Context: an optimization exercise on an open-source flow, tuned for small area. The choices shown serve that exercise and are no tape-out recipe.
Only simulation tests tie the RTL to the original design; equivalence was not proved.
Power is estimated from default activity; no workload was simulated.

==> design.v <==
package piano_pkg;
    localparam int NUM_VOICES = 3;
    localparam int SAMPLE_W   = 8;
    localparam int MIX_W      = 10;   
    localparam int COUNT_W    = 2;
    typedef logic [SAMPLE_W-1:0] sample_t;
    typedef logic [MIX_W-1:0]    mix_t;
    typedef logic [COUNT_W-1:0]  count_t;
    localparam int                 FRAME_W        = 32;
    localparam logic [FRAME_W-1:0] SYNC_WORD      = 32'h0000_FFFF;
    localparam int                 NOTE_COUNT_LSB = 24;
    localparam int ENV_STEPS = 16;
    typedef logic [4:0] step_t;       
    typedef logic [7:0] env_gain_t;
    localparam logic [8*ENV_STEPS-1:0] ENV_GAIN_TABLE = {
        8'h03,
        8'h0D,
        8'h1A,
        8'h2E,
        8'h3F,
        8'h51,
        8'h53,
        8'h69,
        8'h6B,
        8'h7A,
        8'h7C,
        8'h80,                        
        8'h3D,
        8'h35,
        8'h34,
        8'h1C
    };
    localparam int ENV_STEP_CYCLES_DEF = 1500;
    localparam int DAC_BIT_CYCLES   = 40;
    localparam int DAC_PRE_BITS     = 4;    
    localparam int DAC_WORD_BITS    = DAC_PRE_BITS + SAMPLE_W;
    localparam int DAC_SHIFT_CYCLES = DAC_WORD_BITS * DAC_BIT_CYCLES;
    localparam int DAC_LOAD_CYCLES  = 40;
    localparam int DAC_LDAC_CYCLES  = 40;
    localparam int DAC_FRAME_CYCLES = DAC_SHIFT_CYCLES + DAC_LOAD_CYCLES
                                      + DAC_LDAC_CYCLES + 1;
    localparam int DAC_DATA_PHASE   = 7;    
    localparam int DAC_DCLK_FALL    = 20;   
endpackage
module spi_frame_rx (
    input  logic               clk,
    input  logic               rst,
    input  logic               sck,
    input  logic               sdi,
    output logic [piano_pkg::NUM_VOICES*piano_pkg::SAMPLE_W-1:0] notes,   
    output piano_pkg::count_t  note_count
);
    logic [2:0]               sck_sync;    
    logic [1:0]               sdi_sync;
    logic                     sck_rise;
    logic [piano_pkg::FRAME_W-1:0]       shift_reg;
    logic [piano_pkg::FRAME_W-1:0]       shift_next;
    logic                     locked;
    logic [$clog2(piano_pkg::FRAME_W):0] bit_cnt;
    logic                     frame_done;
    assign sck_rise   = sck_sync[1] & ~sck_sync[2];
    assign shift_next = {shift_reg[piano_pkg::FRAME_W-2:0], sdi_sync[1]};
    always_ff @(posedge clk)
    begin
        if (rst)
        begin
            sck_sync <= '0;
            sdi_sync <= '0;
        end
        else
        begin
            sck_sync <= {sck_sync[1:0], sck};
            sdi_sync <= {sdi_sync[0], sdi};
        end
    end
    always_ff @(posedge clk)
    begin
        if (rst)
        begin
            shift_reg  <= '1;
            locked     <= 1'b0;
            bit_cnt    <= '0;
            frame_done <= 1'b0;
        end
        else
        begin
            frame_done <= 1'b0;
            if (sck_rise)
            begin
                shift_reg <= shift_next;
                if (!locked)
                    locked <= (shift_next == piano_pkg::SYNC_WORD);
                else if (bit_cnt == piano_pkg::FRAME_W - 1)
                begin
                    bit_cnt    <= '0;
                    frame_done <= 1'b1;   
                end
                else
                    bit_cnt <= bit_cnt + 1'b1;
            end
        end
    end
    always_ff @(posedge clk)
    begin
        if (rst)
        begin
            notes      <= '0;
            note_count <= '0;
        end
        else if (frame_done)
        begin
            for (int i = 0; i < piano_pkg::NUM_VOICES; i++)
                notes[piano_pkg::SAMPLE_W*i +: piano_pkg::SAMPLE_W] <= shift_reg[piano_pkg::SAMPLE_W*i +: piano_pkg::SAMPLE_W];
            note_count <= shift_reg[piano_pkg::NOTE_COUNT_LSB +: piano_pkg::COUNT_W];
        end
    end
endmodule
module envelope_gen #(
    parameter int ENV_STEP_CYCLES = piano_pkg::ENV_STEP_CYCLES_DEF
) (
    input  logic               clk,
    input  logic               rst,
    input  piano_pkg::sample_t note,
    output piano_pkg::sample_t env_sample,
    output logic               active,
    output logic               done
);
    logic [$clog2(ENV_STEP_CYCLES+1)-1:0] cycle_cnt;
    piano_pkg::sample_t                              note_q;    
    piano_pkg::step_t                                step;
    piano_pkg::env_gain_t                            gain;
    piano_pkg::sample_t                              scaled;
    logic                                 step_end;
    assign step_end = (cycle_cnt == ENV_STEP_CYCLES - 1);
    assign gain     = (step == piano_pkg::ENV_STEPS) ? '0 : piano_pkg::ENV_GAIN_TABLE[8*step[3:0] +: 8];
    always_comb
    begin
        scaled = gain[7] ? note : '0;
        for (int k = 0; k < 7; k++)
        begin
            if (gain[k])
                scaled = scaled + (note >> (7 - k));
        end
    end
    always_ff @(posedge clk)
    begin
        if (rst)
        begin
            note_q     <= '0;
            step       <= '0;
            cycle_cnt  <= '0;
            active     <= 1'b0;
            done       <= 1'b0;
            env_sample <= '0;
        end
        else
        begin
            note_q     <= note;
            env_sample <= scaled;
            if (note == '0)             
            begin
                step      <= '0;
                cycle_cnt <= '0;
                active    <= 1'b0;
                done      <= 1'b0;
            end
            else if (note != note_q)    
            begin
                step      <= '0;
                cycle_cnt <= '0;
                active    <= 1'b1;
                done      <= 1'b0;
            end
            else if (step != piano_pkg::ENV_STEPS)
            begin
                if (step_end)
                begin
                    cycle_cnt <= '0;
                    step      <= step + 1'b1;
                    if (step == piano_pkg::ENV_STEPS - 1)
                    begin
                        active <= 1'b0;
                        done   <= 1'b1;
                    end
                end
                else
                    cycle_cnt <= cycle_cnt + 1'b1;
            end
        end
    end
endmodule
module voice_mixer (
    input  logic                             clk,
    input  logic                             rst,
    input  logic [piano_pkg::NUM_VOICES*piano_pkg::SAMPLE_W-1:0] env_sample,   
    input  logic [piano_pkg::NUM_VOICES-1:0] active,
    input  piano_pkg::count_t                note_count,
    output piano_pkg::sample_t               mix_sample
);
    logic [piano_pkg::NUM_VOICES-1:0] in_use;
    piano_pkg::count_t                n_active;
    piano_pkg::mix_t                  sum;
    piano_pkg::mix_t                  scaled;
    always_comb
    begin
        n_active = '0;
        sum      = '0;
        for (int i = 0; i < piano_pkg::NUM_VOICES; i++)
        begin
            in_use[i] = (i < note_count);   
            if (in_use[i])
            begin
                sum = sum + env_sample[piano_pkg::SAMPLE_W*i +: piano_pkg::SAMPLE_W];
                if (active[i])
                    n_active = n_active + 1'b1;
            end
        end
    end
    always_comb
    begin
        case (n_active)
            2'd1:    scaled = sum;
            2'd2:    scaled = sum >> 1;
            2'd3:    scaled = (sum >> 2) + (sum >> 4) + (sum >> 6) + (sum >> 8);   
            default: scaled = '0;
        endcase
    end
    always_ff @(posedge clk)
    begin
        if (rst)
            mix_sample <= '0;
        else if (scaled > {{(piano_pkg::MIX_W-piano_pkg::SAMPLE_W){1'b0}}, {piano_pkg::SAMPLE_W{1'b1}}})
            mix_sample <= '1;   
        else
            mix_sample <= scaled[piano_pkg::SAMPLE_W-1:0];
    end
endmodule
module dac_serializer (
    input  logic               clk,
    input  logic               rst,
    input  piano_pkg::sample_t mix_sample,
    output logic               data,
    output logic               dclk,
    output logic               load,
    output logic               ldac
);
    logic [$clog2(piano_pkg::DAC_FRAME_CYCLES)-1:0] frame_cnt;
    logic [$clog2(piano_pkg::DAC_BIT_CYCLES)-1:0]   phase;
    logic [piano_pkg::DAC_WORD_BITS-1:0]            word;
    logic                                frame_last;
    logic                                in_bits;
    logic                                in_load;
    logic                                in_ldac;
    assign frame_last = (frame_cnt == piano_pkg::DAC_FRAME_CYCLES - 1);
    assign in_bits    = (frame_cnt < piano_pkg::DAC_SHIFT_CYCLES);
    assign in_load    = !in_bits && (frame_cnt < piano_pkg::DAC_SHIFT_CYCLES + piano_pkg::DAC_LOAD_CYCLES);
    assign in_ldac    = (frame_cnt >= piano_pkg::DAC_SHIFT_CYCLES + piano_pkg::DAC_LOAD_CYCLES) && !frame_last;
    always_ff @(posedge clk)
    begin
        if (rst || frame_last)
        begin
            frame_cnt <= '0;
            phase     <= '0;   
        end
        else
        begin
            frame_cnt <= frame_cnt + 1'b1;
            if (phase == piano_pkg::DAC_BIT_CYCLES - 1)
                phase <= '0;
            else
                phase <= phase + 1'b1;
        end
    end
    always_ff @(posedge clk)
    begin
        if (frame_cnt == '0)
            word <= {{piano_pkg::DAC_PRE_BITS{1'b0}}, mix_sample};
        else if (in_bits && phase == piano_pkg::DAC_DATA_PHASE)
            word <= word << 1;
    end
    always_ff @(posedge clk)
    begin
        if (rst)
        begin
            dclk <= 1'b0;
            data <= 1'b0;
            load <= 1'b1;
            ldac <= 1'b1;
        end
        else
        begin
            load <= !in_load;
            ldac <= !in_ldac;
            if (in_bits)
            begin
                if (phase == '0)
                    dclk <= 1'b1;
                else if (phase == piano_pkg::DAC_DCLK_FALL)
                    dclk <= 1'b0;
                if (phase == piano_pkg::DAC_DATA_PHASE)
                    data <= word[piano_pkg::DAC_WORD_BITS-1];
            end
            else
            begin
                dclk <= 1'b0;
                data <= 1'b0;
            end
        end
    end
endmodule
module piano_top #(
    parameter int ENV_STEP_CYCLES = piano_pkg::ENV_STEP_CYCLES_DEF
) (
    input  logic                             clk,
    input  logic                             rst,
    input  logic                             sck,
    input  logic                             sdi,
    output logic                             dclk,
    output logic                             data,
    output logic                             load,
    output logic                             ldac,
    output logic [piano_pkg::NUM_VOICES-1:0] voice_active,
    output logic [piano_pkg::NUM_VOICES-1:0] voice_done
);
    logic [piano_pkg::NUM_VOICES*piano_pkg::SAMPLE_W-1:0] notes;         
    piano_pkg::count_t  note_count;
    logic [piano_pkg::NUM_VOICES*piano_pkg::SAMPLE_W-1:0] env_samples;
    piano_pkg::sample_t mix_sample;
    spi_frame_rx spi_frame_rx_inst (
        .clk        (clk),
        .rst        (rst),
        .sck        (sck),
        .sdi        (sdi),
        .notes      (notes),
        .note_count (note_count)
    );
    for (genvar v = 0; v < piano_pkg::NUM_VOICES; v++)
    begin : g_voice
        envelope_gen #(
            .ENV_STEP_CYCLES (ENV_STEP_CYCLES)
        ) envelope_gen_inst (
            .clk        (clk),
            .rst        (rst),
            .note       (notes[piano_pkg::SAMPLE_W*v +: piano_pkg::SAMPLE_W]),
            .env_sample (env_samples[piano_pkg::SAMPLE_W*v +: piano_pkg::SAMPLE_W]),
            .active     (voice_active[v]),
            .done       (voice_done[v])
        );
    end
    voice_mixer voice_mixer_inst (
        .clk        (clk),
        .rst        (rst),
        .env_sample (env_samples),
        .active     (voice_active),
        .note_count (note_count),
        .mix_sample (mix_sample)
    );
    dac_serializer dac_serializer_inst (
        .clk        (clk),
        .rst        (rst),
        .mix_sample (mix_sample),
        .data       (data),
        .dclk       (dclk),
        .load       (load),
        .ldac       (ldac)
    );
endmodule
==> run.sh <==
#!/bin/bash
# synth_recipe.tcl (not shown) runs the flow's synth.tcl, then flattens the netlist and writes it again
# the make line also repeats each setting of config.mk as NAME=value (left out here)
make -C /OpenROAD-flow-scripts/flow DESIGN_CONFIG=/design/flow/config.mk WORK_HOME=/design/flow/orfs CLKGATE_MAP_FILE= SYNTH_SCRIPT=/design/flow/synth_recipe.tcl finish
==> config.mk <==
export PLATFORM = sky130hd
export DESIGN_NAME = piano_top
export DESIGN_NICKNAME = piano_top
export VERILOG_FILES = /design/flow/design.v
export SDC_FILE = /design/flow/constraint.sdc
export NUM_CORES = 4
export LEC_CHECK = 0
export CAP_MARGIN = 20
export CORE_MARGIN = 2
export CORE_UTILIZATION = 40
export SLEW_MARGIN = 20
==> constraint.sdc <==
create_clock -name core_clock -period 10.0 [get_ports {clk}]
set_input_delay 2.0000 -clock core_clock [delete_from_list [all_inputs] [get_ports {clk}]]
set_output_delay 2.0000 -clock core_clock [all_outputs]
set_load 0.01 [all_outputs]
==> run summary <==
## power breakdown
part	internal, mW	total, mW	switching [mW]	leakage [nW]
Clock	0.501	0.858	0.357	0.373
Combinational	0.0186	0.0467	0.0281	5.21
Sequential	0.866	0.877	0.0103	1.73
Total	1.39	1.78	0.396	7.32
## cell families after synthesis
family,synth area share [%]
simple gates,20.9
fa+ha+maj,14.4
mux,8.93
xor+xnor,9.74
flops,26.6
buf+inv,4.55
compound gates,14.8
## final timing paths
| kind | start | endpoint | depth (start not counted) |
|---|---|---|---|
| worst min-delay path | spi_frame_rx_inst.sdi_sync[0] | spi_frame_rx_inst.sdi_sync[1] | 1 |
| worst max register to register | g_voice[0].envelope_gen_inst.step[0] | g_voice[0].envelope_gen_inst.env_sample[7] | 36 |
| worst max-delay path | g_voice[0].envelope_gen_inst.step[0] | g_voice[0].envelope_gen_inst.env_sample[7] | 36 |
| worst min register to register | spi_frame_rx_inst.sdi_sync[0] | spi_frame_rx_inst.sdi_sync[1] | 1 |
## through the flow
step	power (mW)	setup WS (ps)
2_1_floorplan	0.928	2180
3_5_place_dp	0.943	1560
4_1_cts	1.81	1510
3_3_place_gp	0.941	1780
6_report	1.78	1510
5_1_grt	1.85	875
## cell type report
cell class,instances,share of cell area (%)
Multi-Input combinational cell,1558,63.5
Sequential cell,212,24.5
Clock buffer,34,3.86
Tap cell,525,3.73
Inverter,123,2.62
Timing Repair Buffer,26,1.28
Clock inverter,10,0.476
## Yosys cell counts (5+ instances only)
cell type and count:
a21oi_1 131, mux2_2 60, o21bai_1 21, nor2b_1 48, xnor2_1 110, or3_1 12
nor2_1 227, fa_1 24, nor3_1 31, or2_2 19, a21boi_0 7, buf_1 10
nand4b_1 5, o21ai_0 63, nor4_1 17, and3_1 13, a21o_1 37, dfxtp_1 204
o21ai_1 5, a31oi_1 17, nand2b_1 10, inv_1 123, ha_1 148, xor2_1 61
a211oi_1 10, and2_1 18, nand2_1 183, mux2i_1 64, clkbuf_1 42, buf_4 9
o21a_1 8, nand4_1 24, edfxtp_1 8, a22oi_1 6, nand3_1 71
## cells in the final DEF, fill, tap and decap left out, types with 10 or more instances in the layout
cell type and n:
nor2_1 227, dfxtp_1 204, nand2_1 183, ha_1 148
a21oi_1 131, inv_1 123, xnor2_1 110, nand3_1 71
mux2i_1 64, o21ai_0 63, xor2_1 61, mux2_2 60
nor2b_1 47, a21o_1 37, nor3_1 31, clkbuf_16 25
nand4_1 24, fa_1 24, o21bai_1 21, or2_2 19
and2_1 18, nor4_1 17, a31oi_1 17, buf_4 14
and3_1 13, or3_1 12, clkdlybuf4s50_1 12, a211oi_1 10
nand2b_1 10
## metal layers
metal | GRT usage (%) | up-vias | wire, um
li1 | - | 6767 | -
met1 | 22.8 | 6219 | 17500
met2 | 29.7 | 160 | 16700
met3 | 2.33 | 44 | 1080
met4 | 3.88 | 0 | 736
met5 | 0 | - | 0
==> results.sh <==
export IMPL_synth_nets=2133
export IMPL_dr_first_iter_drc_count=594
export IMPL_largest_register_ffs=33
export IMPL_cts_tree="done"
export IMPL_grt_max_degree=61
export IMPL_wl_per_cell_um=14.5
export IMPL_synth_top_cell_by_area="dfxtp_1"
export IMPL_clockRootBuffer="clkbuf_16"
export IMPL_crit_required_ps=10460
export IMPL_critical_path_slowest_cell="dfxtp_1"
export IMPL_netlist_instances=1957
export IMPL_syn_avg_cell_area_um2=8.30
export IMPL_drt_pass1_iterations=5
export IMPL_clkSinkCount=212
export IMPL_min_path_type="reg2reg"
export IMPL_antenna_found_initial=0
export IMPL_area_growth_pct=8.43
export IMPL_status="timing/DRC/antenna clean"
export IMPL_startpoint_type="flop"
export IMPL_p_leak_nw=7.32
export IMPL_track_usage_pct=17.2
export IMPL_synth_seq_cells=212
export IMPL_io_pin_count=14
export IMPL_via_count=13200
export IMPL_grt_pass1_wl_um=60900
export IMPL_placedCellCount=2444
export IMPL_core_mm2=0.0399
export IMPL_start_util_pct=40.7
export IMPL_rows=73
export IMPL_synthTopCellsByArea="dfxtp_1 (25%), ha_1 (11%), xnor2_1 (5.9%)"
export IMPL_htreeDepth=1
export IMPL_path_clk_slew_ps=60
export IMPL_drtAntennaViolNets=0
export IMPL_cts_resized_gates=0
export IMPL_hold_buffers=0
export IMPL_die_area_mm2=0.0422
export IMPL_synth_enable_flop_cells=8
export IMPL_power_density_mw_per_mm2=101
export IMPL_crit_fanout=8
export IMPL_vdd_drop_max_mv=0.111
export IMPL_max_slew_margin_pct=29.9
export IMPL_rrSetupSlack_ps=1510
export IMPL_synthArstFlopShare_pct=0
export IMPL_setup_viol=0
export IMPL_maxSlewViolCount=0
export IMPL_rsz0062_at_grt="false"
export IMPL_diodes=0
export IMPL_cp_end_kind="flop"
export IMPL_post_cts_buffers=0
export IMPL_clk_latency_ps=530
export IMPL_vias_per_cell=5.30
export IMPL_cpPeakStageDelay_ps=500
export IMPL_overflow=0
export IMPL_grt_pass1_vias=12700
export IMPL_yosysSeqAreaShare_pct=26.6
export IMPL_ys_types=102
export IMPL_layout_drive_gt1_share_pct=8.41
export IMPL_clock_skew_ps=6.55
export IMPL_dp_hpwl_um=27000
export IMPL_place_area_mm2=0.0169
export IMPL_post_route_period_util_pct=84.9
export IMPL_layout_min_cycle_time_ps=8490
export IMPL_die_x_um=206
export IMPL_finalSetupTns_ps=0
export IMPL_ys_warn_count=4
export IMPL_fin_hold_ws_ps=431
export IMPL_hold_violations=0
export IMPL_io_buffers=13
export IMPL_regArea_mm2=0.00432
export IMPL_yosysTopAreaCellShare_pct=25.1
export IMPL_arrival_ps=8950
export IMPL_die_y_um=206
export IMPL_cpLargestDelayFamily="adder cells"
export IMPL_path_buf_inv=2
export IMPL_num_fill_cells=3960
export IMPL_tightest_slew_ps=1050
export IMPL_clock_path_buffers=3
export IMPL_wl_um=36100
export IMPL_critPathKind="reg2reg"
export IMPL_fmax_ghz=0.118
export IMPL_gp_congestion=0.839
export IMPL_drc=0
export IMPL_synth_main_ff_cell="dfxtp_1"
export IMPL_netlist_area_mm2=0.0162
export IMPL_nets=2122
export IMPL_cpMostUsedCell="ha_1"
export IMPL_layout_cells_non_filler=2488
export IMPL_multi_input_area_mm2=0.0112
export IMPL_post_route_util_pct=44.1
export IMPL_maxCapViolCount=0
export IMPL_numCtsBuffers=25
export IMPL_stdcell_area_mm2=0.0176

[what the ideal ports hide]
The flow's constraints put no driver on any port. The routed layout listed below was extracted and timed again, unchanged, in two steps. Step 1 sets driving cells, clkbuf_16 on the clock port and buf_2 on the other inputs (assumed; they add their load-dependent delay and slew). Step 2, shift: input delay + t, output delay - t, t = (earliest + latest rising clock arrival at the registers) / 2. This alone moves slack from input paths to output paths. Three values: ideal ports, drivers, drivers and shift; two values: the first two.
t (ns): 0.572
slack for setup (ns): 1.508 / 1.508 / 1.508
worst setup path after step 2: register to register
After both steps setup and hold are still met in this run. For this run, drivers alone change the setup slack by 0.000 ns; drivers and shift together by 0.000 ns.
